This design comes from an exercise in tuning for small area, a short achievable clock period and few clock cycles on the open sky130 flow, not from production work.
Only simulation tests tie the RTL to the original design; equivalence was not proved.
Power figures rest on the tool's default switching activity, not on a simulated workload.

## flow/run.sh

```bash
#!/bin/bash
# synth_recipe.tcl (not shown) runs the flow's synth.tcl, then flattens the netlist and writes it again
# the make line also repeats each setting of config.mk as NAME=value (left out here)
make -C /OpenROAD-flow-scripts/flow DESIGN_CONFIG=/design/flow/config.mk WORK_HOME=/design/flow/orfs CLKGATE_MAP_FILE= SYNTH_SCRIPT=/design/flow/synth_recipe.tcl finish
```

## flow/config.mk

```make
export PLATFORM = sky130hd
export DESIGN_NAME = ss_pipeline
export DESIGN_NICKNAME = ss_pipeline
export VERILOG_FILES = /design/flow/design.v
export SDC_FILE = /design/flow/constraint.sdc
export NUM_CORES = 4
export LEC_CHECK = 0
export CAP_MARGIN = 20
export CORE_MARGIN = 2
export CORE_UTILIZATION = 40
export SETUP_SLACK_MARGIN = 3
export SLEW_MARGIN = 20
```

## flow/constraint.sdc

```tcl
create_clock -name core_clock -period 6.0 [get_ports {clock}]
set_input_delay 1.2000 -clock core_clock [delete_from_list [all_inputs] [get_ports {clock}]]
set_output_delay 1.2000 -clock core_clock [all_outputs]
set_load 0.01 [all_outputs]
```

## flow/design.v

```verilog
`default_nettype none
package ss_pkg;
	localparam int WAYS  = 3;   
	localparam int XLEN  = 16;
	localparam int PC_W  = 8;   
	localparam int REG_W = 3;
	localparam logic [3:0] OP_NOP  = 4'h0;
	localparam logic [3:0] OP_ADD  = 4'h1;
	localparam logic [3:0] OP_SUB  = 4'h2;
	localparam logic [3:0] OP_ADDI = 4'h3;
	localparam logic [3:0] OP_BNZ  = 4'h4;   
	localparam logic [3:0] OP_HALT = 4'h5;
endpackage
`default_nettype wire
`timescale 1ns/1ps
`default_nettype none
module reg_file (
	input  logic        clock,
	input  logic        reset,
	input  logic        wr_en,
	input  logic [2:0]  wr_rd,
	input  logic [15:0] wr_data,
	input  logic [2:0]  rs1,
	input  logic [2:0]  rs2,
	output logic [15:0] rd1,
	output logic [15:0] rd2,
	output logic [7:0]  nz
);
	logic [16*8-1:0] regs;
	assign regs[15:0] = '0;
	always_ff @(posedge clock) begin
		for (int r = 1; r < 8; r++) begin
			if (!reset)
				regs[16*r +: 16] <= '0;
			else if (wr_en && wr_rd == 3'(r))
				regs[16*r +: 16] <= wr_data;
		end
	end
	assign rd1 = regs[16*rs1 +: 16];
	assign rd2 = regs[16*rs2 +: 16];
	always_comb
		for (int r = 0; r < 8; r++)
			nz[r] = regs[16*r +: 16] != 16'd0;
endmodule
`default_nettype wire
`timescale 1ns/1ps
`default_nettype none
module fetch_unit (
	input  logic        clock,
	input  logic        reset,
	output logic [7:0]  imem_addr,
	input  logic [31:0] instr,       
	output logic [2:0]  rs1,         
	output logic [2:0]  rs2,
	input  logic [15:0] rd1,
	input  logic [15:0] rd2,
	input  logic [7:0]  reg_nz,      
	input  logic        x_wr,        
	input  logic [2:0]  x_rd,
	input  logic [15:0] x_sum,
	input  logic        x_zero,      
	input  logic        x_miss,      
	input  logic [7:0]  x_alt,       
	output logic [1:0]  d_valid,
	output logic [7:0]  d_pc,
	output logic [5:0]  d_rd,
	output logic        d_wr,
	output logic        d_alu,
	output logic        d_sub,
	output logic [1:0]  d_halt,
	output logic [15:0] d_a,
	output logic [15:0] d_b,
	output logic        d_pred       
);
	logic [7:0]  pc;
	logic        stopped;
	logic [5:0]  rd, rs1_w, rs2_w;
	logic [1:0]  is_alu, is_sub, is_addi, is_bnz, is_halt, wr, use1, use2;
	logic [31:0] imm;
	logic [15:0] target;
	logic [15:0] a, b;
	logic        fwd1, fwd2, pred;
	logic [1:0]  nz, taken, valid;
	assign imem_addr = pc;
	for (genvar w = 0; w < 2; w++) begin : g_dec
		decode_stage u_dec (
			.instr   (instr[16*w +: 16]),
			.rd      (rd[3*w +: 3]),
			.rs1     (rs1_w[3*w +: 3]),
			.rs2     (rs2_w[3*w +: 3]),
			.is_alu  (is_alu[w]),
			.is_sub  (is_sub[w]),
			.is_addi (is_addi[w]),
			.is_bnz  (is_bnz[w]),
			.is_halt (is_halt[w]),
			.wr      (wr[w]),
			.use1    (use1[w]),
			.use2    (use2[w]),
			.imm     (imm[16*w +: 16]),
			.target  (target[8*w +: 8])
		);
	end
	assign rs1  = rs1_w[2:0];
	assign rs2  = rs2_w[2:0];
	assign fwd1 = x_wr && x_rd == rs1;
	assign fwd2 = x_wr && x_rd == rs2;
	assign a    = fwd1 ? x_sum : rd1;
	assign b    = fwd2 ? x_sum : rd2;
	always_comb begin
		for (int w = 0; w < 2; w++)
			nz[w] = x_wr && x_rd == rs1_w[3*w +: 3] ? !x_zero : reg_nz[rs1_w[3*w +: 3]];
		pred     = is_bnz[1] && wr[0] && rd[2:0] == rs1_w[5:3];
		taken[0] = is_bnz[0] && nz[0];
		taken[1] = is_bnz[1] && (pred || nz[1]);
		valid[0] = !stopped;
		valid[1] = !stopped && !taken[0] && !is_halt[0] && !is_alu[1];
	end
	always_ff @(posedge clock) begin
		if (!reset) begin
			pc      <= '0;
			stopped <= 1'b0;
		end else if (x_miss) begin
			pc      <= x_alt;   
		end else if (!stopped) begin
			if (taken[0])
				pc <= target[7:0];
			else if (valid[1] && taken[1])
				pc <= target[15:8];
			else if (valid[1])
				pc <= pc + 8'd2;
			else
				pc <= pc + 8'd1;
			stopped <= is_halt[0] || (valid[1] && is_halt[1]);
		end
	end
	always_ff @(posedge clock) begin
		d_valid <= valid;
		d_pc    <= pc;
		d_rd    <= rd;
		d_wr    <= wr[0];
		d_alu   <= is_alu[0];
		d_sub   <= is_sub[0];
		d_halt  <= is_halt;
		d_a     <= is_sub[0] ? ~a : a;
		d_b     <= is_addi[0] ? imm[15:0] : b;
		d_pred  <= valid[1] && pred;
		if (!reset || x_miss) begin
			d_valid <= '0;
			d_pred  <= 1'b0;
		end
	end
endmodule
`default_nettype wire
`timescale 1ns/1ps
`default_nettype none
module decode_stage (
	input  logic [15:0] instr,
	output logic [2:0]  rd,
	output logic [2:0]  rs1,
	output logic [2:0]  rs2,
	output logic        is_alu,    
	output logic        is_sub,
	output logic        is_addi,
	output logic        is_bnz,
	output logic        is_halt,
	output logic        wr,        
	output logic        use1,      
	output logic        use2,      
	output logic [15:0] imm,       
	output logic [7:0]  target     
);
	logic [3:0] op;
	assign op      = instr[15:12];
	assign rd      = instr[11:9];
	assign rs1     = instr[8:6];
	assign rs2     = instr[5:3];
	assign is_alu  = op == ss_pkg::OP_ADD || op == ss_pkg::OP_SUB || op == ss_pkg::OP_ADDI;
	assign is_sub  = op == ss_pkg::OP_SUB;
	assign is_addi = op == ss_pkg::OP_ADDI;
	assign is_bnz  = op == ss_pkg::OP_BNZ;
	assign is_halt = op == ss_pkg::OP_HALT;
	assign wr      = is_alu && rd != 3'd0;
	assign use1    = (is_alu || is_bnz) && rs1 != 3'd0;
	assign use2    = (op == ss_pkg::OP_ADD || op == ss_pkg::OP_SUB) && rs2 != 3'd0;
	assign imm     = {{10{instr[5]}}, instr[5:0]};
	assign target  = {2'b00, instr[5:0]};
endmodule
`default_nettype wire
`timescale 1ns/1ps
`default_nettype none
module exec_stage (
	input  logic        d_sub,
	input  logic [15:0] d_a,
	input  logic [15:0] d_b,
	output logic [15:0] sum,
	output logic        zero
);
	ks_add16 u_add (
		.a   (d_a),
		.b   (d_b),
		.inv (d_sub),
		.s   (sum)
	);
	assign zero = (d_a ^ d_b) == (d_sub ? 16'hffff : {d_a[14:0] | d_b[14:0], 1'b0});
endmodule
module ks_add16 (
	input  logic [15:0] a,
	input  logic [15:0] b,
	input  logic        inv,
	output logic [15:0] s
);
	logic [15:0] p, g;
	logic [15:0] gl [5];
	logic [15:0] pl [5];
	always_comb begin
		p = a ^ b;
		g = a & b;
		gl[0] = g;
		pl[0] = p;
		for (int l = 0; l < 4; l++) begin
			for (int i = 0; i < 16; i++) begin
				if (i >= (1 << l)) begin
					gl[l+1][i] = gl[l][i] | (pl[l][i] & gl[l][i - (1 << l)]);
					pl[l+1][i] = pl[l][i] & pl[l][i - (1 << l)];
				end else begin
					gl[l+1][i] = gl[l][i];
					pl[l+1][i] = pl[l][i];
				end
			end
		end
		s = (p ^ {16{inv}}) ^ {gl[4][14:0], 1'b0};
	end
endmodule
`default_nettype wire
`timescale 1ns/1ps
`default_nettype none
module ss_pipeline (
	input  logic         clock,
	input  logic         reset,
	output logic [7:0]   imem_addr,
	input  logic [47:0]  imem_data,
	output logic [2:0]   commit_valid,
	output logic [23:0]  commit_pc,
	output logic [2:0]   commit_wr_en,
	output logic [8:0]   commit_rd,
	output logic [47:0]  commit_data,
	output logic [2:0]   commit_stop,
	output logic         halted
);
	logic [2:0]  rs1, rs2;
	logic [15:0] rd1, rd2;
	logic [7:0]  reg_nz;
	logic [1:0]  d_valid, d_halt;
	logic        d_wr, d_alu, d_sub, d_pred;
	logic [7:0]  d_pc;
	logic [5:0]  d_rd;
	logic [15:0] d_a, d_b;
	logic [15:0] sum;
	logic        zero;
	logic        x_wr, x_miss;
	logic [1:0]  c_valid, c_stop;
	logic        c_wr_en;
	logic [7:0]  c_pc;
	logic [5:0]  c_rd;
	logic [15:0] c_data;
	assign x_wr   = d_valid[0] && d_wr;
	assign x_miss = d_pred && zero;
	fetch_unit u_fetch (
		.clock     (clock),
		.reset     (reset),
		.imem_addr (imem_addr),
		.instr     (imem_data[31:0]),
		.rs1       (rs1),
		.rs2       (rs2),
		.rd1       (rd1),
		.rd2       (rd2),
		.reg_nz    (reg_nz),
		.x_wr      (x_wr),
		.x_rd      (d_rd[2:0]),
		.x_sum     (sum),
		.x_zero    (zero),
		.x_miss    (x_miss),
		.x_alt     (d_pc + 8'd2),
		.d_valid   (d_valid),
		.d_pc      (d_pc),
		.d_rd      (d_rd),
		.d_wr      (d_wr),
		.d_alu     (d_alu),
		.d_sub     (d_sub),
		.d_halt    (d_halt),
		.d_a       (d_a),
		.d_b       (d_b),
		.d_pred    (d_pred)
	);
	reg_file u_reg_file (
		.clock   (clock),
		.reset   (reset),
		.wr_en   (x_wr),
		.wr_rd   (d_rd[2:0]),
		.wr_data (sum),
		.rs1     (rs1),
		.rs2     (rs2),
		.rd1     (rd1),
		.rd2     (rd2),
		.nz      (reg_nz)
	);
	exec_stage u_exec (
		.d_sub (d_sub),
		.d_a   (d_a),
		.d_b   (d_b),
		.sum   (sum),
		.zero  (zero)
	);
	always_ff @(posedge clock) begin
		c_valid <= d_valid;
		c_pc    <= d_pc;
		c_wr_en <= d_alu;
		c_rd    <= d_rd;
		c_data  <= d_alu ? sum : 16'd0;
		c_stop  <= d_halt;
		if (!reset)
			c_valid <= '0;
	end
	assign commit_valid = {1'b0, c_valid};
	assign commit_pc    = {8'd0, c_pc + 8'd1, c_pc};
	assign commit_wr_en = {2'b00, c_wr_en};
	assign commit_rd    = {3'd0, c_rd};
	assign commit_data  = {32'd0, c_data};
	assign commit_stop  = {1'b0, c_stop};
	always_ff @(posedge clock) begin
		if (!reset)
			halted <= 1'b0;
		else if (|(c_valid & c_stop))
			halted <= 1'b1;   
	end
endmodule
`default_nettype wire
```

==> run_results.csv, run 1 <==
group,metric,value,unit
floorplan,die_x,172,um
sta,setup_tns,0,ns
finish,finalNonFillerCells,1720,
place,place_hpwl,23100,um
place,globalplace.congestion,0.936,
job,drv_cap,0,
logic_synthesis,synth_area,0.0113,mm2
floorplan,die_area,0.0295,mm2
route,drc,0,
global_route,first_global_vias,9172,
global_route,antenna_found_initial,0,
setup_path,regToRegSetupSlack,2.92,ns
floorplan,fp.coreArea,0.0278,mm2
route,drt_iter0_markers,731,
sta,drv_slew,0,
logic_synthesis,avgSynthCellArea,9.08,um2
logic_synthesis,ys_types,65,
cts,cts_buffer_depth,3,
sta,maxSlewHeadroom,28.1,%
sta,rsz0062_at_grt,"yes",
min_path,hold_path_class,"register to register",
setup_path,cp_slowest_stage_delay,0.36,ns
logic_synthesis,synth_area_leader_cell,"dfxtp_1",
floorplan,io_pins,149,
floorplan,rows,61,
setup_path,crit_chain,"nor4_4 -> nand4_1 -> buf_4 -> buf_6 -> buf_6 -> buf_6 -> mux2i_2 -> o2bb2ai_2 -> nor4b_4 -> nor3_4 -> buf_4 -> mux2_4 -> a32oi_2 -> o221a_2",
setup_path,r2r-start,"u_reg_file.regs[99]$_SDFFE_PN0P_",
place,post-place-ws,1.75,ns
route,ant_nets,0,
cts,tritoncts,"built",
setup_path,worstRegToRegCells,14,
logic_synthesis,ys_seq_area_share,37.5,%
pwr,p_leak,5.35,nW
setup_path,required,6.47,ns
global_route,grt_usage,23.1,%
finish,diodes,0,
sta,final.setup_skew,0.0348,ns
finish,area_growth,24.5,%
cts,insertion_delay,0.55,ns
sta,fmax,324,MHz
cts,cts_sinks,211,
sta,min_period,3.08,ns
setup_path,slowest_stage,"nor4_4",
floorplan,fp.dieH,172,um
setup_path,setup.worst_path.start,"u_reg_file.regs[99]$_SDFFE_PN0P_",
logic_synthesis,synth_edf_count,0,
logic_synthesis,async_flop_share,0,%
setup_path,crit_path_end_kind,"register",
route,wl_per_cell,19.8,um
route,vias,9542,
setup_path,cp_max_fo,3,
cts,cts.clk_slew.worst_paths,0.06,ns
setup_path,setup.worst_path.end,"u_fetch.pc[4]$_SDFFE_PN0P_",
setup_path,crit_type,"register to register",
finish,most-common-layout-cells,"dfxtp_1, nor2_1, a211oi_1",
logic_synthesis,synth_area_leaders,"dfxtp_1, a211oi_1, mux4_2, nor2_1, a21oi_1",
sta,worst_pin_slew,1.07,ns
logic_synthesis,ys.flop_type,"dfxtp_1",
logic_synthesis,synth_top_area_share,37.5,%
sta,hold_violations,0,
pwr,power,0.00373,W
global_route,grt_pass1_wl,53000,um
global_route,grt_remaining_overflow,0,
sta,setup_slack,2.92,ns
logic_synthesis,yosysWarnings,6,
route,first_pass_iters,5,
finish,drive_gt1_share,20.9,%
logic_synthesis,ys_ff_latch,211,
finish,final_common_cell,"dfxtp_1",
sta,finalSetupViolations,0,
global_route,grt_max_degree,69,
route,drt-total-wl,34100,um
pwr,peakVddDrop,0.000222,V
place,dp.cells,1648,
cts,cts_root_buf,"clkbuf_16",
cts,cts_buffers,24,
floorplan,initial_core_util,40.6,%
setup_path,cpMostUsedCell,"buf_6",
setup_path,cp.arrival,3.55,ns
setup_path,start_kind,"register",
logic_synthesis,syn_inst,1241,
cts,ctsHtreeMaxLevel,1,
place,io_buffers,85,
run_status,status,"timing/DRC/antenna clean",
finish,fin_nets,1411,
sta,finalCritPeriodShare,51.4,%
setup_path,reg2reg_to,"u_fetch.pc[4]$_SDFFE_PN0P_",
route,viasPerCell,5.55,
pwr,pwr_density_cell,266,mW/mm2
## sequential cells by signal (all words and copies together) (netlist names), 2 cells and up
register         count
c_data              16
u_fetch.d_halt       2
c_stop               2
u_reg_file.regs    112
c_pc                 8
c_valid              2
u_fetch.d_valid      2
u_fetch.d_pc         8
u_fetch.d_b         16
c_rd                 6
u_fetch.pc           8
u_fetch.d_a         16
u_fetch.d_rd         6
## cells by family (layout without fill, tap and decap cells)
kind of cell,after synthesis,count (layout),synth area share [%]
and+or+nand+nor,321,321,13.9
AOI/OAI and AO/OA,311,311,18.5
DFF,211,211,37.5
buffers and inverters,201,256,8.41
muxes,86,86,11.9
xor gates and xnor gates,76,76,5.91
adders and majority gates,34,34,3.78
other,1,47,0.0333
## through the flow
| stage | util [%] | area [um2] | hold slack, ns |
|---|---|---|---|
| 6_report | 50.5 | 14000 | 0.329 |
| 5_1_grt | 50.5 | 14000 | 0.333 |
| 4_1_cts | 49.7 | 13800 | 0.331 |
| 3_5_place_dp | 44.6 | 12400 | 0.318 |
| 3_3_place_gp | 44.6 | 12400 | 0.310 |
| 2_1_floorplan | - | 11500 | 0.310 |
## layout make-up
| type | instances | area (um2) |
|---|---|---|
| fillers | 2601 | 13700 |
| multi-input cells | 875 | 6900 |
| flip-flops and latches | 211 | 4250 |
| repair buffers | 144 | 1340 |
| clock buffers | 36 | 706 |
| well taps | 378 | 473 |
| inverters | 71 | 282 |
| clock inverters | 5 | 77.6 |
## worst max-delay path: cells and delay by family (launching register included)
kind	cells	cell delay (ns)
buffers and inverters	5	0.67
AND/OR/NAND/NOR	4	0.96
flip-flops	1	0.35
AO/OA/AOI/OAI	3	0.55
multiplexers	2	0.47
## cells in the mapped netlist (3+ instances only)
library cell and instances:
dfxtp_1 211, nor2_1 151, a211oi_1 93, a21oi_1 89
inv_1 71, clkbuf_1 67, buf_4 50, xor2_1 45
nand2_1 41, o21ai_0 41, mux2_2 38, a221oi_1 35
ha_1 34, xnor2_1 31, mux4_2 27, nor4_1 27
nor3_1 19, nand3_1 16, mux2i_1 15, nor2b_1 14
buf_1 9, a21o_1 8, nand4_1 8, nor4_2 7
a31oi_1 6, and2_1 6, and3_1 6, mux4_1 6
a22oi_1 5, nand2b_1 5, buf_2 4, o211ai_1 4
o21bai_1 4, o22ai_1 4, or2_2 4, or3_1 3
## power by group
| part | internal (W) | switching [W] |
|---|---|---|
| combinational | 0.000319 | 0.000453 |
| sequential | 0.00146 | 0.0000522 |
| clock | 0.000855 | 0.000595 |
| total | 0.00263 | 0.00110 |
## routing by layer
metal	vias to the layer above	GRT usage, %	share of wire [%]
met5	-	0	0
met2	339	37.8	47
li1	4551	-	-
met1	4572	29.6	43
met3	80	4.72	6.4
met4	0	9.86	4.1
## how the worst min path moves through the flow
stage / startpoint / end / slack (ns) / cells after the start
final: u_fetch.d_rd[4]$_DFF_P_ / c_rd[4]$_DFF_P_ / 0.33 / 0
after global routing: u_fetch.d_rd[4]$_DFF_P_ / c_rd[4]$_DFF_P_ / 0.33 / 0
after floorplan: u_fetch.d_rd[3]$_DFF_P_ / c_rd[3]$_DFF_P_ / 0.31 / 0
after global placement: u_fetch.d_rd[5]$_DFF_P_ / c_rd[5]$_DFF_P_ / 0.31 / 0
after CTS: u_fetch.d_halt[1]$_DFF_P_ / c_stop[1]$_DFF_P_ / 0.33 / 0
after detailed placement: u_fetch.d_rd[4]$_DFF_P_ / c_rd[4]$_DFF_P_ / 0.32 / 0
## repair_timing
action	in CTS	in global routing
pin swaps	29	28
gates cloned	2	0
buffers inserted	19	10
endpoints found under the setup margin	98	57
resized for setup	125	42
hold buffers	0	0
Testbench counts, summed over its fixed seeds: cycles 7,372.
==> inputs of run 2 (changes only) <==
--- a/flow/design.v
+++ b/flow/design.v
@@ -20,6 +20,7 @@
 	input  logic        wr_en,
 	input  logic [2:0]  wr_rd,
 	input  logic [15:0] wr_data,
+	input  logic        wr_zero,
 	input  logic [2:0]  rs1,
 	input  logic [2:0]  rs2,
 	output logic [15:0] rd1,
@@ -38,9 +39,15 @@
 	end
 	assign rd1 = regs[16*rs1 +: 16];
 	assign rd2 = regs[16*rs2 +: 16];
-	always_comb
-		for (int r = 0; r < 8; r++)
-			nz[r] = regs[16*r +: 16] != 16'd0;
+	assign nz[0] = 1'b0;
+	always_ff @(posedge clock) begin
+		for (int r = 1; r < 8; r++) begin
+			if (!reset)
+				nz[r] <= 1'b0;
+			else if (wr_en && wr_rd == 3'(r))
+				nz[r] <= !wr_zero;
+		end
+	end
 endmodule
 `default_nettype wire
 `timescale 1ns/1ps
@@ -298,6 +305,7 @@
 		.wr_en   (x_wr),
 		.wr_rd   (d_rd[2:0]),
 		.wr_data (sum),
+		.wr_zero (zero),
 		.rs1     (rs1),
 		.rs2     (rs2),
 		.rd1     (rd1),
--- a/flow/config.mk
+++ b/flow/config.mk
@@ -8,5 +8,5 @@
 export CAP_MARGIN = 20
 export CORE_MARGIN = 2
 export CORE_UTILIZATION = 40
-export SETUP_SLACK_MARGIN = 3
+export SETUP_SLACK_MARGIN = 3.0
 export SLEW_MARGIN = 20
==> run 2 against run 1 <==
  * Area after synthesis grew 2.5%
  * Routed wire length shrank 7.8%
  * Hold slack lost 0.0050 ns
  * Total power grew 3.7%
  * Critical path type is now input port to register
  * Clock power grew 12%
  * Global-route usage shrank 2.8 points
==> run_results.csv, run 2 <==
group,metric,value,unit
global_route,first_global_vias,8798,
pwr,pwr-share-seq,39.9,%
setup_path,cp_max_fo,4,
pwr,p_sw,0.00109,W
sta,final.setup_skew,0.0152,ns
setup_path,worstRegToRegCells,12,
cts,cts_root_buf,"clkbuf_16",
floorplan,rows,62,
sta,min_period,3.00,ns
logic_synthesis,ys.flop_type,"dfxtp_1",
route,ant_nets,0,
setup_path,start_kind,"input port",
sta,rsz0062_at_grt,"no",
logic_synthesis,synth_edf_count,0,
sta,finalSetupViolations,0,
finish,diodes,0,
logic_synthesis,synth_commonest_cells,"dfxtp_1, nand2_1, o211a_1",
floorplan,die_area,0.0302,mm2
place,place_hpwl,20000,um
sta,finalCritPeriodShare,50.0,%
place,post-place-ws,1.39,ns
logic_synthesis,synth_area,0.0115,mm2
finish,drive_gt1_share,19.3,%
logic_synthesis,yosysWarnings,6,
logic_synthesis,yosysMostFrequentCell,"dfxtp_1",
logic_synthesis,synth_area_leaders,"dfxtp_1, o211a_1, mux4_2, nand2_1, mux2_2",
place,io_buffers,85,
logic_synthesis,synth_top_area_share,37.8,%
sta,setup_tns,0,ns
floorplan,die_x,174,um
logic_synthesis,ys_types,68,
cts,cts_sinks,218,
floorplan,fp.dieH,174,um
job,drv_cap,0,
setup_path,required,6.41,ns
sta,hold_violations,0,
finish,most-common-layout-cells,"dfxtp_1, nand2_1, o211a_1",
finish,area_growth,21.6,%
cts,cts_buffers,25,
logic_synthesis,async_flop_share,0,%
sta,maxSlewHeadroom,24.2,%
cts,ctsHtreeMaxLevel,1,
finish,largest_reg_flops,112,
min_path,hold_path_class,"register to register",
logic_synthesis,syn_inst,1218,
cts,insertion_delay,0.52,ns
setup_path,cp.arrival,3.41,ns
finish,fin_nets,1368,
place,globalplace.congestion,0.804,
finish,final_common_cell,"dfxtp_1",
route,drc,0,
pwr,p_sw_share,28.1,%
sta,worst_pin_slew,1.13,ns
route,drt-total-wl,31500,um
setup_path,crit_path_end_kind,"register",
global_route,antenna_found_initial,0,
route,wl_per_cell,18.7,um
route,viasPerCell,5.49,
run_status,status,"timing/DRC/antenna clean",
floorplan,initial_core_util,40.5,%
logic_synthesis,synth_area_leader_cell,"dfxtp_1",
global_route,grt_usage,20.3,%
finish,fillers,2661,
cts,cts_buffer_depth,3,
route,vias,9257,
sta,fmax,333,MHz
route,drt_iter0_markers,763,
global_route,grt_pass1_wl,49600,um
floorplan,io_pins,149,
sta,setup_slack,3.00,ns
pwr,p_int,0.00279,W
global_route,grt_max_degree,75,
logic_synthesis,ys_seq_area_share,37.8,%
sta,drv_slew,0,
min_path,whs_path_depth,0,
logic_synthesis,avgSynthCellArea,9.48,um2
logic_synthesis,ys_ff_latch,218,
pwr,combPwrFrac,18.3,%
pwr,peakVddDrop,0.000172,V
cts,tritoncts,"built",
pwr,clkPwrFrac,41.8,%
cts,cts.clk_slew.worst_paths,0.06,ns
pwr,p_leak,6.58,nW
finish,top_register,"u_reg_file.regs",
floorplan,fp.coreArea,0.0285,mm2
global_route,grt_remaining_overflow,0,
setup_path,crit_type,"input port to register",
route,first_pass_iters,6,
pwr,pwr_density_cell,276,mW/mm2
## run 2: cell count changes in the layout (fill, tap and decap cells not counted), moves of 11 or more
cell and change:
nor4_2 -11, a21oi_1 -28, nor2_1 -84, o211a_1 +98
a211oi_1 -90, inv_1 -11, buf_4 -12, nor2b_1 +12
dfxtp_1 +15, nand2_1 +99
## run 2: kinds of logic (layout without fill, tap and decap cells)
family	Yosys count	in the layout	synth area share (%)
flip-flops	218	218	37.8
adder cells (fa/ha/maj)	34	34	3.68
AO/OA/AOI/OAI	286	286	19.5
other	1	47	0.0325
XOR/XNOR	74	74	5.61
buffers and inverters	192	229	8.17
multiplexers	93	93	12.2
AND/OR/NAND/NOR	320	321	13.0
## run 2: cell type report
class	count	area, um2	area share [%]
clock buffer	32	702	5.00
timing repair buffer	126	1200	8.56
multi-input combinational	855	6880	49.0
inverter	58	218	1.55
clock inverter	13	180	1.28
sequential	218	4380	31.2
tap	384	480	3.42
## run 2: path summary, 6_finish.rpt
check,from,to,slack [ns]
worst min-delay path,u_fetch.d_rd[4]$_DFF_P_,c_rd[4]$_DFF_P_,0.32
worst max register to register,u_fetch.d_a[13]$_DFF_P_,u_fetch.pc[0]$_SDFFE_PN0P_,3.13
worst min register to register,u_fetch.d_rd[4]$_DFF_P_,c_rd[4]$_DFF_P_,0.32
worst max-delay path,imem_data[24],u_fetch.pc[0]$_SDFFE_PN0P_,3.00
## run 2: routing by layer
metal  routed length (um)  GRT usage, %  vias to the layer above  part of all wire [%]
met5                    0             0                        -                     0
met2                14800          34.2                      279                    47
met1                14400          27.7                     4560                    46
met3                 1660          2.32                       46                   5.3
li1                     -             -                     4372                     -
met4                  602          5.18                        0                   1.9
## run 2: stage by stage
stage	utilization (%)	total power (W)	cells	hold WS (ns)	area (um2)
2_1_floorplan	-	0.00199	1264	0.310	11800
3_3_place_gp	43.9	0.00218	1621	0.311	12500
3_5_place_dp	43.9	0.00218	1621	0.312	12500
4_1_cts	48.4	0.00388	1679	0.326	13800
5_1_grt	49.2	0.00402	1686	0.337	14000
6_report	49.2	0.00387	1686	0.324	14000
## run 2: what timing repair did
action | CTS | global route
endpoints found under the setup margin | 86 | 69
hold buffers | 0 | 0
pin swaps | 13 | 12
gates resized for setup | 85 | 46
cloned | 2 | 0
buffers inserted | 11 | 7
## run 2: power by group through the flow
stage	clock [W]	sequential (W)	combinational [W]
6_report	0.00162	0.00155	0.000709
5_1_grt	0.00171	0.00155	0.000759
4_1_cts	0.00166	0.00155	0.000674
3_5_place_dp	0	0.00158	0.000606
3_3_place_gp	0	0.00158	0.000600
2_1_floorplan	0	0.00157	0.000415
## run 2: critical path, cell delays in order
cell             delay (ns)
clkdlybuf4s15_1        0.25
xor2_1                 0.19
nor4_2                 0.08
buf_4                  0.16
and2_1                 0.15
a311o_1                0.35
o21ba_4                0.23
and2b_4                0.20
o2bb2ai_2              0.12
mux2_4                 0.25
a32o_1                 0.21
Testbench counts of run 2, summed over its fixed seeds: cycles 7,372.
==> inputs of run 3 (changes only) <==
--- a/flow/config.mk
+++ b/flow/config.mk
@@ -8,5 +8,5 @@
 export CAP_MARGIN = 20
 export CORE_MARGIN = 2
 export CORE_UTILIZATION = 40
-export SETUP_SLACK_MARGIN = 3.0
+export SETUP_SLACK_MARGIN = 3.2
 export SLEW_MARGIN = 20
==> run 3 against run 2 <==
  * Maximum frequency up 3.7%
  * Still clean
  * First-iteration DRC count up 12%
  * Clock power down about 10%
  * Synthesized cell count unchanged
  * Largest cell class unchanged
  * Worst setup slack better by 0.11 ns
  * Non-clock buffer count up 34
  * Hold slack worse by 0.0015 ns
  * Cell area up 4.8%
  * Clock-buffer cell count up 3
  * Utilization up 2.3 points
  * Global-route usage up 0.34 points
  * Sequential power about the same
==> run_results.csv, run 3 <==
group,metric,value,unit
route,ant_nets,0,
sta,min_period,2.89,ns
cts,tritoncts,"built",
pwr,combPwrFrac,21.4,%
pwr,p_leak,6.81,nW
cts,cts_sinks,218,
place,place_area,0.0125,mm2
setup_path,required,4.80,ns
sta,finalSetupViolations,0,
logic_synthesis,yosysWarnings,6,
min_path,hold_path_class,"register to register",
finish,top_register,"u_reg_file.regs",
global_route,grt_remaining_overflow,0,
pwr,pwr-share-seq,40.6,%
setup_path,cp.arrival,1.69,ns
floorplan,fp.coreArea,0.0285,mm2
setup_path,cp_max_fo,4,
logic_synthesis,yosysMostFrequentCell,"dfxtp_1",
job,drv_cap,0,
finish,largest_reg_flops,112,
finish,area_growth,27.4,%
global_route,grt_usage,20.6,%
setup_path,start_kind,"register",
logic_synthesis,syn_inst,1218,
route,drt_iter0_markers,853,
sta,worst_pin_slew,1.15,ns
route,viasPerCell,5.46,
place,place_hpwl,20100,um
cts,ctsHtreeMaxLevel,1,
finish,most-common-layout-cells,"dfxtp_1, nand2_1, o211a_1",
pwr,p_int,0.00273,W
logic_synthesis,ys_types,68,
pwr,clkPwrFrac,38.0,%
place,globalplace.congestion,0.879,
route,drc,0,
finish,design_area,0.0147,mm2
cts,cts_root_buf,"clkbuf_16",
logic_synthesis,ys.flop_type,"dfxtp_1",
logic_synthesis,synth_area_leaders,"dfxtp_1, o211a_1, mux4_2, nand2_1, mux2_2",
finish,final_common_cell,"dfxtp_1",
global_route,grt_pass1_wl,49900,um
logic_synthesis,avgSynthCellArea,9.48,um2
sta,rsz0062_at_grt,"yes",
pwr,p_sw,0.00109,W
floorplan,io_pins,149,
sta,drv_slew,0,
pwr,peakVddDrop,0.000178,V
finish,diodes,0,
cts,hold_buffers,0,
sta,setup_tns,0,ns
setup_path,crit_path_end_kind,"output port",
sta,hold_violations,0,
cts,cts_buffers,25,
floorplan,fp.dieH,174,um
logic_synthesis,ys_ff_latch,218,
finish,fillers,2577,
sta,maxSlewHeadroom,23.0,%
cts,insertion_delay,0.52,ns
sta,finalCritPeriodShare,48.2,%
floorplan,rows,62,
route,first_pass_iters,5,
pwr,p_sw_share,28.5,%
logic_synthesis,synth_edf_count,0,
pwr,pwr_density_cell,260,mW/mm2
route,drt-total-wl,32200,um
floorplan,initial_core_util,40.5,%
logic_synthesis,synth_area,0.0115,mm2
finish,fin_nets,1401,
sta,final.setup_skew,0.0110,ns
pwr,power,0.00383,W
place,io_buffers,85,
sta,fmax,346,MHz
cts,cts_buffer_depth,3,
cts,cts.clk_slew.worst_paths,0.06,ns
run_status,status,"timing/DRC/antenna clean",
global_route,antenna_found_initial,0,
global_route,grt_max_degree,73,
floorplan,die_x,174,um
setup_path,crit_type,"register to output port",
logic_synthesis,async_flop_share,0,%
global_route,first_global_vias,8954,
route,wl_per_cell,18.8,um
logic_synthesis,synth_area_leader_cell,"dfxtp_1",
finish,drive_gt1_share,25.5,%
logic_synthesis,synth_commonest_cells,"dfxtp_1, nand2_1, o211a_1",
route,vias,9364,
logic_synthesis,ys_seq_area_share,37.8,%
floorplan,die_area,0.0302,mm2
logic_synthesis,synth_top_area_share,37.8,%
run 3: cell types whose count changed in the layout (fill, tap and decap cells not counted), moves of 8 or more:
cell and change:
buf_4 +18, buf_6 +11, dfxtp_2 +17, dfxtp_1 -17, ha_4 +11, ha_1 -8
run 3: final cells by class:
cell class	count	area [um2]	share of cell area, %
Clock inverter	7	66.3	0.451
Multi-Input combinational cell	854	7230	49.2
Clock buffer	35	713	4.85
Inverter	58	223	1.51
Sequential cell	218	4400	29.9
Timing Repair Buffer	160	1590	10.8
Tap cell	384	480	3.27
run 3: layer usage:
| layer | wire length [um] | track usage [%] | vias up |
|---|---|---|---|
| met5 | 0 | 0.641 | - |
| met4 | 818 | 6.16 | 0 |
| met3 | 1950 | 2.95 | 64 |
| met2 | 15400 | 34.9 | 331 |
| met1 | 14100 | 27.2 | 4524 |
| li1 | - | - | 4445 |
run 3: final timing paths:
check | from | endpoint | slack [ns] | depth (start not counted)
worst max-delay path | c_pc[1]$_DFF_P_ | commit_pc[15] | 3.11 | 5
worst min register to register | u_fetch.d_rd[4]$_DFF_P_ | c_rd[4]$_DFF_P_ | 0.32 | 0
worst max register to register | u_fetch.d_sub$_DFF_P_ | u_fetch.pc[6]$_SDFFE_PN0P_ | 3.13 | 13
worst min-delay path | u_fetch.d_rd[4]$_DFF_P_ | c_rd[4]$_DFF_P_ | 0.32 | 0
run 3: timing repair:
action | in CTS | in global routing
resized for setup | 172 | 73
setup buffers | 33 | 16
pin swaps | 28 | 34
gates cloned | 3 | 0
endpoints found under the setup margin | 114 | 68
run 3: cells by family (layout without fill, tap and decap cells):
family	after synthesis	after routing	synth area share, %
AND/OR/NAND/NOR	320	320	13.0
flip-flops	218	218	37.8
other	1	47	0.0325
buffers and inverters	192	260	8.17
adder cells (fa/ha/maj)	34	34	3.68
multiplexers	93	93	12.2
XOR/XNOR	74	74	5.61
AO/OA/AOI/OAI	286	286	19.5
run 3: metrics by stage:
step / util, % / setup WS [ns] / std cells / hold slack (ns)
after global placement: 43.9 / 1.49 / 1621 / 0.311
after global routing: 51.5 / 3.01 / 1716 / 0.324
after floorplan: - / 2.77 / 1264 / 0.310
final: 51.5 / 3.11 / 1716 / 0.323
after detailed placement: 44.0 / 1.41 / 1621 / 0.313
after CTS: 50.0 / 3.11 / 1699 / 0.322
run 3: critical path, cell delays in order, from the launching register on:
cell and delay (ns):
dfxtp_4 0.37, and3_4 0.18, nand3_2 0.11, or2_4 0.26
xnor2_2 0.12, buf_2 0.14
run 3: power groups by stage:
stage | Clock, W | Combinational, W | Sequential (W)
floorplan | 0 | 0.000416 | 0.00157
global placement | 0 | 0.000602 | 0.00158
detailed placement | 0 | 0.000607 | 0.00158
CTS | 0.00149 | 0.000741 | 0.00155
global route | 0.00154 | 0.000875 | 0.00156
finish | 0.00145 | 0.000819 | 0.00155
==> inputs of run 4 (changes only) <==
--- a/flow/config.mk
+++ b/flow/config.mk
@@ -8,5 +8,5 @@
 export CAP_MARGIN = 20
 export CORE_MARGIN = 2
 export CORE_UTILIZATION = 40
-export SETUP_SLACK_MARGIN = 3.2
+export SETUP_SLACK_MARGIN = 3
 export SLEW_MARGIN = 20
==> run 4 against run 3 <==
  * Still clean
  * Critical path depth is 6 higher
  * Synthesized cell count stayed put
  * Worst setup slack worse by 0.11 ns
  * Maximum frequency is 3.5% lower
  * Global-route usage is 0.34 points lower
  * Register-to-register slack hardly changed
  * Clock power is 12% higher
  * Clock skew is 0.0042 ns higher
  * Routed wire length is 2.4% lower
  * Non-clock buffer count is 34 lower
  * Sequential share of layout area is 1.3 points higher
  * Clock-buffer cell count is 3 lower
==> run_results.csv, run 4 <==
group,metric,value,unit
cts,hold_buffers,0,
logic_synthesis,ys_seq_area_share,37.8,%
floorplan,fp.dieH,174,um
cts,cts_buffers,25,
cts,insertion_delay,0.52,ns
setup_path,path_buf_inv,2,
cts,ctsHtreeMaxLevel,1,
logic_synthesis,ys.flop_type,"dfxtp_1",
sta,hold_violations,0,
logic_synthesis,synth_area_leader_cell,"dfxtp_1",
logic_synthesis,ys_ff_latch,218,
cts,cts_root_buf,"clkbuf_16",
floorplan,fp.coreArea,0.0285,mm2
pwr,pwr_density_cell,276,mW/mm2
global_route,grt_max_degree,75,
route,wl_met2,14800,um
finish,drive_gt1_share,19.3,%
route,drt_iter0_markers,763,
route,drc,0,
min_path,whs_path_depth,0,
route,vias,9257,
logic_synthesis,synth-simple-area-share,13.0,%
finish,finalNonFillerCells,1686,
place,io_buffers,85,
logic_synthesis,synth_area_leaders,"dfxtp_1, o211a_1, mux4_2, nand2_1, mux2_2",
setup_path,cp_max_fo,4,
global_route,antenna_found_initial,0,
logic_synthesis,avgSynthCellArea,9.48,um2
finish,utilization,49.2,%
setup_path,start_kind,"input port",
floorplan,die_x,174,um
place,dp.cells,1621,
setup_path,crit_chain,"clkdlybuf4s15_1 -> xor2_1 -> nor4_2 -> buf_4 -> and2_1 -> a311o_1 -> o21ba_4 -> and2b_4 -> o2bb2ai_2 -> mux2_4 -> a32o_1",
logic_synthesis,yosysMostFrequentCell,"dfxtp_1",
setup_path,crit_type,"input port to register",
logic_synthesis,yosysWarnings,6,
logic_synthesis,synth_top_area_share,37.8,%
pwr,p_leak,6.58,nW
sta,worst_pin_slew,1.13,ns
global_route,grt_usage,20.3,%
route,ant_nets,0,
route,met3_length,1660,um
sta,maxSlewHeadroom,24.2,%
pwr,power,0.00387,W
route,drt-total-wl,31500,um
finish,area_growth,21.6,%
logic_synthesis,ys_types,68,
setup_path,cp.arrival,3.41,ns
sta,rsz0062_at_grt,"no",
floorplan,initial_core_util,40.5,%
finish,fin_nets,1368,
logic_synthesis,async_flop_share,0,%
global_route,grt_remaining_overflow,0,
logic_synthesis,synth_commonest_cells,"dfxtp_1, nand2_1, o211a_1",
logic_synthesis,synth_edf_count,0,
cts,cts_buffer_depth,3,
cts,tritoncts,"built",
setup_path,critPathTopFamily,"compound AO/OA/AOI/OAI gates",
cts,cts.clk_slew.worst_paths,0.06,ns
sta,setup_tns,0,ns
setup_path,crit_path_end_kind,"register",
finish,most-common-layout-cells,"dfxtp_1, nand2_1, o211a_1",
run_status,status,"timing/DRC/antenna clean",
cts,cts_sinks,218,
logic_synthesis,synthMuxAreaShare,12.2,%
place,place_hpwl,20000,um
sta,finalCritPeriodShare,50.0,%
sta,drv_slew,0,
pwr,peakVddDrop,0.000172,V
route,wl_per_cell,18.7,um
route,top_layer_used,"met4",
finish,diodes,0,
floorplan,die_area,0.0302,mm2
logic_synthesis,synth-xor-area-share,5.61,%
logic_synthesis,synth-adder-area-share,3.68,%
sta,finalSetupViolations,0,
logic_synthesis,synth_area,0.0115,mm2
floorplan,rows,62,
finish,largest_reg_flops,112,
sta,setup_slack,3.00,ns
global_route,first_global_vias,8798,
route,viasPerCell,5.49,
sta,min_period,3.00,ns
setup_path,worstRegToRegCells,12,
setup_path,required,6.41,ns
route,first_pass_iters,6,
route,wl_met1,14400,um
place,post-place-ws,1.39,ns
finish,final_common_cell,"dfxtp_1",
global_route,grt_pass1_wl,49600,um
min_path,hold_path_class,"register to register",
finish,top_register,"u_reg_file.regs",
place,globalplace.congestion,0.804,
sta,final.setup_skew,0.0152,ns
setup_path,cp_slowest_stage_delay,0.35,ns
logic_synthesis,synth_top_family_by_area,"compound AO/OA/AOI/OAI gates",
setup_path,critical_path_depth,11,
job,drv_cap,0,
floorplan,io_pins,149,
logic_synthesis,synth-compound-area-share,19.5,%
logic_synthesis,syn_inst,1218,
setup_path,slowest_stage,"a311o_1",
sta,fmax,333,MHz
-- run 4: cell counts after synthesis --
No cell type changed its count.
-- run 4: repair_timing --
action	CTS	global route
hold endpoints to repair	0	0
cloned	2	0
setup buffers	11	7
gates resized for setup	85	46
pin swaps	13	12
setup endpoints to repair	86	69
-- run 4: per-layer routing --
| metal | track usage [%] | vias up |
|---|---|---|
| met3 | 2.32 | 46 |
| met1 | 27.7 | 4560 |
| met4 | 5.18 | 0 |
| met5 | 0 | - |
| met2 | 34.2 | 279 |
| li1 | - | 4372 |
-- run 4: where the power goes --
| group | internal, W | leakage [nW] | switching, W | total (W) |
|---|---|---|---|---|
| Clock | 0.000999 | 0.428 | 0.000620 | 0.00162 |
| Combinational | 0.000283 | 4.38 | 0.000425 | 0.000709 |
| Sequential | 0.00150 | 1.78 | 0.0000440 | 0.00155 |
| Total | 0.00279 | 6.58 | 0.00109 | 0.00387 |
-- run 4: cells by family after synthesis --
group / count (synthesis)
compound gates: 286
xor+xnor: 74
fa+ha+maj: 34
buf+inv: 192
flops: 218
mux: 93
other cells: 1
simple gates: 320
-- run 4: stage by stage --
stage / cell area (um2) / hold WS (ns)
after floorplan: 11800 / 0.310
after global placement: 12500 / 0.311
final: 14000 / 0.324
after global routing: 14000 / 0.337
after CTS: 13800 / 0.326
after detailed placement: 12500 / 0.312
-- run 4: worst paths after layout --
kind / slack (ns) / end / startpoint
min: 0.32 / c_rd[4]$_DFF_P_ / u_fetch.d_rd[4]$_DFF_P_
max: 3.00 / u_fetch.pc[0]$_SDFFE_PN0P_ / imem_data[24]
min reg2reg: 0.32 / c_rd[4]$_DFF_P_ / u_fetch.d_rd[4]$_DFF_P_
max reg2reg: 3.13 / u_fetch.pc[0]$_SDFFE_PN0P_ / u_fetch.d_a[13]$_DFF_P_
-- run 4: area by class of cell --
class / count / area [um2]
fillers: 2661 / 14500
repair buffers: 126 / 1200
clock inverters: 13 / 180
clock buffers: 32 / 702
well taps: 384 / 480
inverters: 58 / 218
flip-flops and latches: 218 / 4380
multi-input cells: 855 / 6880
==> inputs of run 5 (changes only) <==
==> flow/flow/run.sh (new file) <==
#!/bin/bash
# The standard layout (standard synthesis, floorplan, placement, CTS,
# routing), except that the port buffers placed before global placement
# are sky130_fd_sc_hd__buf_2 rather than the flow's default choice (a
# clkdlybuf4s50 delay buffer), which is slow on the input and output
# paths. Make's full output goes to flow_make.log in this folder; ORFS
# keeps each step's log under orfs/logs.
set -euo pipefail
bash standard.sh "BUFFER_PORTS_ARGS=-buffer_cell sky130_fd_sc_hd__buf_2" finish > flow_make.log 2>&1
==> flow/standard.sh (new file) <==
#!/bin/bash
# synth_recipe.tcl (not shown) runs the flow's synth.tcl, then flattens the netlist and writes it again
# the make line also repeats each setting of config.mk as NAME=value (left out here)
make -C /OpenROAD-flow-scripts/flow DESIGN_CONFIG=/design/flow/config.mk WORK_HOME=/design/flow/orfs CLKGATE_MAP_FILE= SYNTH_SCRIPT=/design/flow/synth_recipe.tcl "${@:-finish}"
--- a/flow/config.mk
+++ b/flow/config.mk
@@ -8,5 +8,5 @@
 export CAP_MARGIN = 20
 export CORE_MARGIN = 2
 export CORE_UTILIZATION = 40
-export SETUP_SLACK_MARGIN = 3
+export SETUP_SLACK_MARGIN = 3.2
 export SLEW_MARGIN = 20
removed: flow/run.sh
==> run 5 against run 4 <==
  * Critical path depth is the same
  * Worst setup slack gained 0.11 ns
  * Flip-flop and latch count is the same
  * Routed wire length grew 1.4%
  * Hold slack gained 0.0026 ns
  * Final cell count grew 1.5%
  * Clock skew shrank 0.0057 ns
  * Critical endpoint unchanged
  * First-iteration DRC count shrank 12%
==> run_results.csv, run 5 <==
group,metric,value,unit
setup_path,start_kind,"input port",
cts,cts_buffer_depth,3,
logic_synthesis,async_flop_share,0,%
global_route,grt_util_met1,27.0,%
cts,tritoncts,"built",
finish,fin_nets,1394,
cts,insertion_delay,0.52,ns
min_path,hold_path_class,"register to register",
cts,cts_buffers,24,
sta,maxSlewHeadroom,26.0,%
cts,cts.clk_slew.worst_paths,0.07,ns
sta,finalSetupViolations,0,
sta,hold_slack,0.327,ns
global_route,grt_util_met2,34.3,%
cts,hold_buffers,0,
finish,drive_gt1_share,29.2,%
global_route,antenna_found_initial,0,
logic_synthesis,ys_seq_area_share,37.8,%
logic_synthesis,syn_inst,1218,
floorplan,io_pins,149,
cts,ctsHtreeMaxLevel,1,
finish,area_growth,23.2,%
sta,drv_slew,0,
place,dp.cells,1618,
logic_synthesis,yosysWarnings,6,
route,viasPerCell,5.49,
min_path,whs_path_depth,0,
global_route,use_met3,3.13,%
logic_synthesis,synth_top_area_share,37.8,%
place,place_hpwl,19900,um
route,first_pass_iters,6,
setup_path,required,6.41,ns
floorplan,initial_core_util,40.5,%
setup_path,r2r-start,"u_fetch.d_a[14]$_DFF_P_",
job,drv_cap,0,
setup_path,crit_type,"input port to register",
pwr,pwr_density_cell,272,mW/mm2
global_route,grt_pass1_wl,50000,um
setup_path,crit_path_end_kind,"register",
route,vias,9394,
finish,most-common-layout-cells,"dfxtp_1, nand2_1, o211a_1",
min_path,whs_endpoint,"c_rd[3]$_DFF_P_",
global_route,grt_remaining_overflow,0,
floorplan,die_x,174,um
global_route,grt_max_degree,76,
logic_synthesis,synth_area_leader_cell,"dfxtp_1",
pwr,p_sw,0.00110,W
sta,rsz0062_at_grt,"yes",
finish,largest_reg_flops,112,
pwr,peakVddDrop,0.000180,V
route,drc,0,
place,io_buffers,85,
pwr,combPwrFrac,20.5,%
sta,finalCritPeriodShare,48.2,%
global_route,first_global_vias,8953,
sta,hold_violations,0,
sta,final.setup_skew,0.00951,ns
floorplan,rows,62,
setup_path,cp_max_fo,4,
cts,cts_root_buf,"clkbuf_16",
pwr,p_sw_share,28.5,%
cts,cts_sinks,218,
route,ant_nets,0,
route,drt-total-wl,31900,um
finish,diodes,0,
finish,finalNonFillerCells,1711,
setup_path,worstRegToRegCells,12,
global_route,grt_busiest_layer,"met2",
setup_path,regToRegSetupSlack,3.15,ns
pwr,clkPwrFrac,39.3,%
finish,final_common_cell,"dfxtp_1",
logic_synthesis,synth_area,0.0115,mm2
logic_synthesis,synth_area_leaders,"dfxtp_1, o211a_1, mux4_2, nand2_1, mux2_2",
logic_synthesis,ys_ff_latch,218,
setup_path,reg2reg_to,"u_fetch.pc[2]$_SDFFE_PN0P_",
logic_synthesis,ys.flop_type,"dfxtp_1",
pwr,p_int,0.00276,W
sta,worst_pin_slew,1.10,ns
floorplan,fp.coreArea,0.0285,mm2
global_route,grt_usage,20.5,%
place,globalplace.congestion,0.872,
route,drt_iter0_markers,672,
setup_path,cp.arrival,3.30,ns
pwr,p_leak,6.82,nW
logic_synthesis,ys_types,68,
finish,utilization,49.8,%
pwr,pwr-share-seq,40.2,%
sta,fmax,346,MHz
floorplan,die_area,0.0302,mm2
min_path,hp-start,"u_fetch.d_rd[3]$_DFF_P_",
floorplan,fp.dieH,174,um
logic_synthesis,yosysMostFrequentCell,"dfxtp_1",
run_status,status,"timing/DRC/antenna clean",
logic_synthesis,synth_commonest_cells,"dfxtp_1, nand2_1, o211a_1",
logic_synthesis,synth_edf_count,0,
sta,setup_tns,0,ns
finish,top_register,"u_reg_file.regs",
logic_synthesis,avgSynthCellArea,9.48,um2
sta,min_period,2.89,ns
route,wl_per_cell,18.7,um
[run 5: cell counts after synthesis]
Identical to the previous run, type by type.
[run 5: power by group through the flow]
| stage | Sequential [W] | Clock, W | Combinational (W) |
|---|---|---|---|
| floorplan | 0.00157 | 0 | 0.000416 |
| global placement | 0.00158 | 0 | 0.000568 |
| detailed placement | 0.00158 | 0 | 0.000572 |
| CTS | 0.00155 | 0.00154 | 0.000706 |
| global route | 0.00156 | 0.00161 | 0.000847 |
| finish | 0.00155 | 0.00152 | 0.000792 |
[run 5: worst max path at each step]
stage / cells past startpoint / to / startpoint
2_1_floorplan: 10 / u_fetch.pc[0]$_SDFFE_PN0P_ / imem_data[7]
3_3_place_gp: 12 / u_fetch.pc[4]$_SDFFE_PN0P_ / imem_data[8]
3_5_place_dp: 12 / u_fetch.pc[4]$_SDFFE_PN0P_ / imem_data[8]
5_1_grt: 12 / u_fetch.pc[2]$_SDFFE_PN0P_ / u_fetch.d_a[14]$_DFF_P_
4_1_cts: 5 / commit_pc[14] / c_pc[0]$_DFF_P_
6_report: 11 / u_fetch.pc[0]$_SDFFE_PN0P_ / imem_data[22]
[run 5: what timing repair did]
item                                   in CTS  in global routing
buffers inserted                           26                 20
setup endpoints to repair                 102                 86
pin swaps                                  24                 38
endpoints found under the hold margin       0                  0
gates resized for setup                    83                 76
gates cloned                                4                  0
[run 5: cells by family (layout without fill, tap and decap cells)]
kind of cell / count (synthesis) / in the layout / synth area share [%]
buffers and inverters: 192 / 254 / 8.17
AO/OA/AOI/OAI: 286 / 286 / 19.5
flip-flops: 218 / 218 / 37.8
adder cells (fa/ha/maj): 34 / 34 / 3.68
other: 1 / 47 / 0.0325
XOR/XNOR: 74 / 74 / 5.61
multiplexers: 93 / 93 / 12.2
AND/OR/NAND/NOR: 320 / 321 / 13.0
[run 5: critical path, stage by stage]
cell,delay (ns)
buf_8,0.10
buf_6,0.11
xor2_1,0.14
nor4_2,0.35
a211oi_2,0.10
a311o_1,0.29
o21ba_4,0.23
and2b_4,0.20
o2bb2ai_2,0.12
mux2_4,0.25
a32o_1,0.21
[run 5: through the flow]
stage	total power [W]	area [um2]	setup slack, ns
2_1_floorplan	0.00199	11800	2.77
4_1_cts	0.00380	13700	3.09
6_report	0.00386	14200	3.11
5_1_grt	0.00401	14200	3.01
3_3_place_gp	0.00214	12100	1.89
3_5_place_dp	0.00215	12100	1.86
[run 5: final cells by class]
type	instances	area [um2]
Clock buffer	34	719
Clock inverter	9	106
Fill cell	2622	14300
Inverter	58	229
Multi-Input combinational cell	855	7110
Sequential cell	218	4390
Tap cell	384	480
Timing Repair Buffer	153	1200
[run 5: layer usage]
layer  vias up  part of all wire (%)
met5         -                     0
met1      4527                    44
li1       4439                     -
met4         0                   2.9
met2       354                    47
met3        74                   6.4
==> inputs of run 6 (changes only) <==
--- a/flow/config.mk
+++ b/flow/config.mk
@@ -8,5 +8,5 @@
 export CAP_MARGIN = 20
 export CORE_MARGIN = 2
 export CORE_UTILIZATION = 40
-export SETUP_SLACK_MARGIN = 3.2
+export SETUP_SLACK_MARGIN = 3
 export SLEW_MARGIN = 20
==> run 6 against run 5 <==
  * Maximum frequency decreased by 1.8%
  * Flip-flop and latch count stayed put
  * Sequential share of layout area up 1.3 points
  * Utilization is 2.3 points lower
  * Combinational power shrank 15%
  * Die area unchanged
  * Routed wire length shrank 3.9%
  * Final cell count decreased by 1.5%
  * Clock power up 9%
  * Worst setup slack got worse by 0.053 ns
  * First-iteration DRC count grew 3.7%
  * Sequential power about the same
  * Largest power group is now clock
==> run_results.csv, run 6 <==
group,metric,value,unit
cts,cts_buffer_depth,3,
setup_path,path_buf_inv,1,
logic_synthesis,ys_seq_area_share,37.8,%
finish,top_register,"u_reg_file.regs",
sta,min_period,2.94,ns
floorplan,io_pins,149,
cts,ctsHtreeMaxLevel,1,
run_status,status,"timing/DRC/antenna clean",
sta,maxSlewHeadroom,27.5,%
sta,setup_tns,0,ns
cts,hold_buffers,0,
sta,hold_slack,0.326,ns
logic_synthesis,async_flop_share,0,%
floorplan,rows,62,
cts,cts_root_buf,"clkbuf_16",
setup_path,cp.arrival,1.74,ns
setup_path,critPathTopFamily,"simple AND/OR/NAND/NOR gates",
setup_path,slowest_stage,"dfxtp_4",
setup_path,start_kind,"register",
pwr,pwr_density_cell,285,mW/mm2
logic_synthesis,synth_area_leaders,"dfxtp_1, o211a_1, mux4_2, nand2_1, mux2_2",
route,drc,0,
floorplan,initial_core_util,40.5,%
setup_path,required,4.80,ns
finish,final_common_cell,"dfxtp_1",
cts,cts_buffers,25,
finish,regArea,0.00437,mm2
route,ant_nets,0,
finish,design_area,0.0136,mm2
route,drt-total-wl,30700,um
logic_synthesis,ys.flop_type,"dfxtp_1",
sta,rsz0062_at_grt,"yes",
place,place_area,0.0121,mm2
logic_synthesis,yosysWarnings,6,
finish,diodes,0,
global_route,grt_busiest_layer,"met2",
global_route,antenna_found_initial,0,
setup_path,crit_chain,"and3_1 -> nand3_2 -> or2_2 -> xnor2_1 -> buf_2",
global_route,grt_usage,19.8,%
finish,most-common-layout-cells,"dfxtp_1, nand2_1, o211a_1",
route,first_pass_iters,6,
logic_synthesis,synth_top_area_share,37.8,%
finish,fin_nets,1366,
floorplan,fp.coreArea,0.0285,mm2
route,vias,9081,
finish,fillers,2708,
finish,multi_input_area,0.00678,mm2
sta,drv_slew,0,
sta,finalCritPeriodShare,49.0,%
cts,cts_sinks,218,
route,drt_iter0_markers,697,
global_route,first_global_vias,8670,
setup_path,cp_max_fo,5,
global_route,grt_util_met2,33.3,%
cts,tritoncts,"built",
place,post-place-ws,1.89,ns
logic_synthesis,yosysMostFrequentCell,"dfxtp_1",
logic_synthesis,synth_edf_count,0,
sta,finalSetupViolations,0,
finish,largest_reg_flops,112,
setup_path,cp_slowest_stage_delay,0.36,ns
finish,area_growth,17.5,%
place,place_hpwl,19800,um
sta,worst_pin_slew,1.08,ns
route,viasPerCell,5.39,
sta,final.setup_skew,0.0207,ns
logic_synthesis,synth_area_leader_cell,"dfxtp_1",
global_route,grt_remaining_overflow,0,
floorplan,fp.dieH,174,um
global_route,use_met3,2.65,%
logic_synthesis,ys_ff_latch,218,
job,drv_cap,0,
sta,hold_violations,0,
sta,setup_slack,3.06,ns
global_route,grt_pass1_wl,48300,um
logic_synthesis,synth_area,0.0115,mm2
place,io_buffers,85,
pwr,peakVddDrop,0.000195,V
cts,cts.clk_slew.worst_paths,0.06,ns
global_route,grt_max_degree,78,
route,wl_per_cell,18.2,um
place,globalplace.congestion,0.806,
setup_path,crit_type,"register to output port",
cts,insertion_delay,0.53,ns
logic_synthesis,avgSynthCellArea,9.48,um2
min_path,hold_path_class,"register to register",
finish,drive_gt1_share,23.8,%
floorplan,die_area,0.0302,mm2
pwr,p_leak,6.58,nW
global_route,grt_util_met1,26.6,%
floorplan,die_x,174,um
logic_synthesis,ys_types,68,
sta,fmax,340,MHz
logic_synthesis,syn_inst,1218,
setup_path,crit_path_end_kind,"output port",
logic_synthesis,synth_commonest_cells,"dfxtp_1, nand2_1, o211a_1",
## run 6: cell families after synthesis
family                   count (synthesis)  synth area share [%]
AO/OA/AOI/OAI                          286                  19.5
buffers and inverters                  192                  8.17
adder cells (fa/ha/maj)                 34                  3.68
multiplexers                            93                  12.2
flip-flops                             218                  37.8
XOR/XNOR                                74                  5.61
other                                    1                0.0325
AND/OR/NAND/NOR                        320                  13.0
## run 6: cell type report
type                       instances  area share [%]
clock buffer                      39            5.59
clock inverter                     7            1.04
inverter                          58            1.60
multi-input combinational        855            50.0
sequential                       218            32.2
tap                              384            3.54
timing repair buffer             124            6.07
## run 6: routing by layer
| layer | wire length (um) | vias up |
|---|---|---|
| li1 | - | 4375 |
| met1 | 13800 | 4374 |
| met2 | 14200 | 272 |
| met3 | 1750 | 60 |
| met4 | 827 | 0 |
| met5 | 0 | - |
## run 6: power by group
group / switching [W] / internal (W) / leakage (nW) / total, W
registers: 0.0000415 / 0.00150 / 1.78 / 0.00154
clock network: 0.000610 / 0.00104 / 0.438 / 0.00165
logic: 0.000417 / 0.000253 / 4.36 / 0.000670
total: 0.00107 / 0.00279 / 6.58 / 0.00386
## run 6: stage by stage
step	util [%]	total power, W	instances
global route	47.6	0.00402	1685
global placement	42.4	0.00214	1617
detailed placement	42.5	0.00214	1618
floorplan	-	0.00199	1264
CTS	46.9	0.00387	1681
finish	47.6	0.00386	1685
## run 6: worst paths after layout
check	startpoint	endpoint	slack (ns)	cells past startpoint
max	c_pc[0]$_DFF_P_	commit_pc[15]	3.06	5
min reg2reg	u_fetch.d_rd[4]$_DFF_P_	c_rd[4]$_DFF_P_	0.33	0
min	u_fetch.d_rd[4]$_DFF_P_	c_rd[4]$_DFF_P_	0.33	0
max reg2reg	u_fetch.d_a[12]$_DFF_P_	u_fetch.pc[2]$_SDFFE_PN0P_	3.10	12
## run 6: what timing repair did
action                     4_1_cts  5_1_grt
pin swaps                        8        9
buffers inserted                14        3
setup endpoints to repair       72       59
resized for setup               36       33
gates cloned                     3        0
==> inputs of run 7 (changes only) <==
==> flow/flow/run.sh (replaced) <==
#!/bin/bash
# The standard layout (standard synthesis, floorplan, placement, CTS,
# routing), except that the port buffers placed before global placement
# are sky130_fd_sc_hd__buf_4 rather than the flow's default choice (a
# clkdlybuf4s50 delay buffer), which is slow on the input and output
# paths. Make's full output goes to flow_make.log in this folder; ORFS
# keeps each step's log under orfs/logs.
set -euo pipefail
bash standard.sh "BUFFER_PORTS_ARGS=-buffer_cell sky130_fd_sc_hd__buf_4" finish > flow_make.log 2>&1
==> run 7 against run 6 <==
  * Critical path type is now register to register
  * Critical endpoint is now u_fetch.pc[2]$_SDFFE_PN0P_
  * Flip-flop and latch count is the same
  * Via count grew 0.98%
  * Clock power fell by 9.7%
  * Cell area up 0.79%
  * Still clean
==> run_results.csv, run 7 <==
group,metric,value,unit
route,ant_nets,0,
finish,top_register,"u_reg_file.regs",
logic_synthesis,synth_area_leader_cell,"dfxtp_1",
sta,fmax,343,MHz
cts,ctsHtreeMaxLevel,1,
logic_synthesis,synth_area_leaders,"dfxtp_1, o211a_1, mux4_2, nand2_1, mux2_2",
finish,utilization,47.9,%
setup_path,cp_max_fo,9,
route,viasPerCell,5.48,
cts,cts_buffer_depth,3,
sta,worst_pin_slew,1.09,ns
route,wl_met1,13900,um
sta,setup_tns,0,ns
finish,diodes,0,
route,first_pass_iters,5,
finish,largest_reg_flops,112,
route,top_layer_used,"met4",
finish,area_growth,18.5,%
floorplan,die_x,174,um
logic_synthesis,synth-xor-area-share,5.61,%
route,wl_per_cell,18.7,um
sta,final.setup_skew,0.0109,ns
sta,hold_violations,0,
logic_synthesis,avgSynthCellArea,9.48,um2
logic_synthesis,synth_edf_count,0,
sta,min_period,2.92,ns
logic_synthesis,synthMuxAreaShare,12.2,%
place,io_buffers,85,
global_route,antenna_found_initial,0,
finish,drive_gt1_share,22.9,%
cts,cts.clk_slew.worst_paths,0.06,ns
min_path,hold_path_class,"register to register",
pwr,power,0.00375,W
logic_synthesis,async_flop_share,0,%
cts,cts_sinks,218,
global_route,grt_max_degree,90,
finish,fillers,2649,
place,globalplace.congestion,0.813,
logic_synthesis,synth-simple-area-share,13.0,%
logic_synthesis,synth_commonest_cells,"dfxtp_1, nand2_1, o211a_1",
pwr,pwr_density_cell,274,mW/mm2
sta,rsz0062_at_grt,"yes",
setup_path,start_kind,"register",
cts,hold_buffers,0,
logic_synthesis,synth-compound-area-share,19.5,%
setup_path,crit_type,"register to register",
pwr,p_leak,6.55,nW
run_status,status,"timing/DRC/antenna clean",
floorplan,fp.coreArea,0.0285,mm2
logic_synthesis,synth-adder-area-share,3.68,%
route,drt_iter0_markers,733,
logic_synthesis,yosysWarnings,6,
floorplan,fp.dieH,174,um
sta,hold_slack,0.325,ns
global_route,grt_pass1_wl,48600,um
finish,fin_nets,1358,
global_route,grt_usage,19.9,%
route,met3_length,1860,um
logic_synthesis,ys_ff_latch,218,
job,drv_cap,0,
finish,finalNonFillerCells,1672,
logic_synthesis,syn_inst,1218,
sta,maxSlewHeadroom,26.9,%
finish,final_common_cell,"dfxtp_1",
setup_path,cp.arrival,3.36,ns
cts,cts_buffers,25,
logic_synthesis,ys_types,68,
logic_synthesis,synth_area,0.0115,mm2
floorplan,initial_core_util,40.5,%
logic_synthesis,yosysMostFrequentCell,"dfxtp_1",
global_route,first_global_vias,8767,
floorplan,die_area,0.0302,mm2
sta,finalCritPeriodShare,48.6,%
route,drc,0,
route,wl_met2,14800,um
sta,drv_slew,0,
route,drt-total-wl,31300,um
sta,finalSetupViolations,0,
setup_path,required,6.45,ns
place,place_hpwl,19500,um
route,vias,9170,
cts,cts_root_buf,"clkbuf_16",
logic_synthesis,ys_seq_area_share,37.8,%
floorplan,rows,62,
place,dp.cells,1614,
floorplan,io_pins,149,
cts,insertion_delay,0.52,ns
logic_synthesis,ys.flop_type,"dfxtp_1",
finish,most-common-layout-cells,"dfxtp_1, nand2_1, buf_4",
logic_synthesis,synth_top_family_by_area,"compound AO/OA/AOI/OAI gates",
setup_path,crit_path_end_kind,"register",
pwr,peakVddDrop,0.000194,V
logic_synthesis,synth_top_area_share,37.8,%
cts,tritoncts,"built",
global_route,grt_remaining_overflow,0,
-- run 7: cell counts after synthesis --
Identical to the previous run, type by type.
-- run 7: metrics by stage --
stage	worst slack [ns]	area (um2)
after floorplan	2.77	11800
after global placement	2.01	12300
after detailed placement	1.98	12300
after CTS	2.96	13400
after global routing	2.94	13700
final	3.08	13700
-- run 7: critical path: stages, from the launching register on --
cell and delay (ns):
dfxtp_1 0.34, inv_1 0.05, ha_1 0.36, xor2_2 0.24
nand2_1 0.13, o211ai_1 0.17, nor4_4 0.30, buf_6 0.19
nand2_4 0.12, a211oi_4 0.27, a22oi_1 0.13, a311o_1 0.37
a31oi_1 0.16
-- run 7: cells by family (layout without fill, tap and decap cells) --
family          Yosys count  in the layout
other cells               1             47
xor+xnor                 74             74
mux                      93             93
flops                   218            218
buf+inv                 192            215
compound gates          286            286
fa+ha+maj                34             34
simple gates            320            321
-- run 7: layout make-up --
cell class | count | area [um2] | area share [%]
clock buffer | 35 | 713 | 5.21
clock inverter | 6 | 80.1 | 0.585
inverter | 58 | 218 | 1.59
multi-input combinational | 855 | 6800 | 49.7
sequential | 218 | 4370 | 32.0
tap | 384 | 480 | 3.51
timing repair buffer | 116 | 1020 | 7.45
-- run 7: report_power, final --
part	leakage, nW	total (W)	switching, W	internal [W]
clock	0.394	0.00149	0.000590	0.000904
sequential	1.78	0.00155	0.0000427	0.00150
combinational	4.38	0.000710	0.000425	0.000284
-- run 7: path summary, 6_finish.rpt --
path                                 from                          to  slack [ns]  cells past startpoint
setup / recovery  u_fetch.d_a[12]$_DFF_P_  u_fetch.pc[2]$_SDFFE_PN0P_        3.08                     12
hold / removal    u_fetch.d_rd[4]$_DFF_P_             c_rd[4]$_DFF_P_        0.33                      0
setup reg to reg  u_fetch.d_a[12]$_DFF_P_  u_fetch.pc[2]$_SDFFE_PN0P_        3.08                     12
hold reg to reg   u_fetch.d_rd[4]$_DFF_P_             c_rd[4]$_DFF_P_        0.33                      0
-- run 7: what timing repair did --
action                                  4_1_cts  5_1_grt
cloned                                        1        2
endpoints found under the setup margin       83       84
gates resized for setup                      33       38
pin swaps                                     5       13
setup buffers                                 7        6
-- run 7: routing by layer --
layer,track usage [%],vias up
met5,0,-
met4,5.64,0
met3,2.97,49
met2,33.2,298
met1,26.8,4480
li1,-,4343

-- separate check: timing with driven ports --
In the flow no input, the clock included, has a driving cell. The finished layouts below were timed again as built, in two steps.
Step 1 (the two cells are an assumption about what drives the block):
set clk [get_ports {clock}]
set_driving_cell -lib_cell sky130_fd_sc_hd__clkbuf_16 $clk
set_driving_cell -lib_cell sky130_fd_sc_hd__buf_2 [delete_from_list [all_inputs] $clk]
Step 2 times the ports against the registers' clock, not the clock port: input delays grow and output delays shrink by t, the midpoint of the rising clock arrivals with the driver on.
Slacks: ideal ports / drivers / drivers and shift; pairs: ideal ports / drivers.
run | shift t [ns] | slack for setup (ns) | worst setup path at the end
run 1 | 0.579 | 2.918 / 2.918 / 2.393 | input to register
run 2 | 0.562 | 3.001 / 3.015 / 2.452 | input to register
run 3 | 0.571 | 3.108 / 3.056 / 2.539 | input to register
run 4 | 0.562 | 3.001 / 3.015 / 2.452 | input to register
run 5 | 0.564 | 3.111 / 3.088 / 2.561 | input to register
run 6 | 0.570 | 3.058 / 3.011 / 2.518 | input to register
run 7 | 0.567 | 3.082 / 2.987 / 2.420 | input to register
After both steps setup and hold are still met in every run listed. For run 7, which loses most, drivers alone change the setup slack by -0.095 ns; drivers and shift together by -0.662 ns.
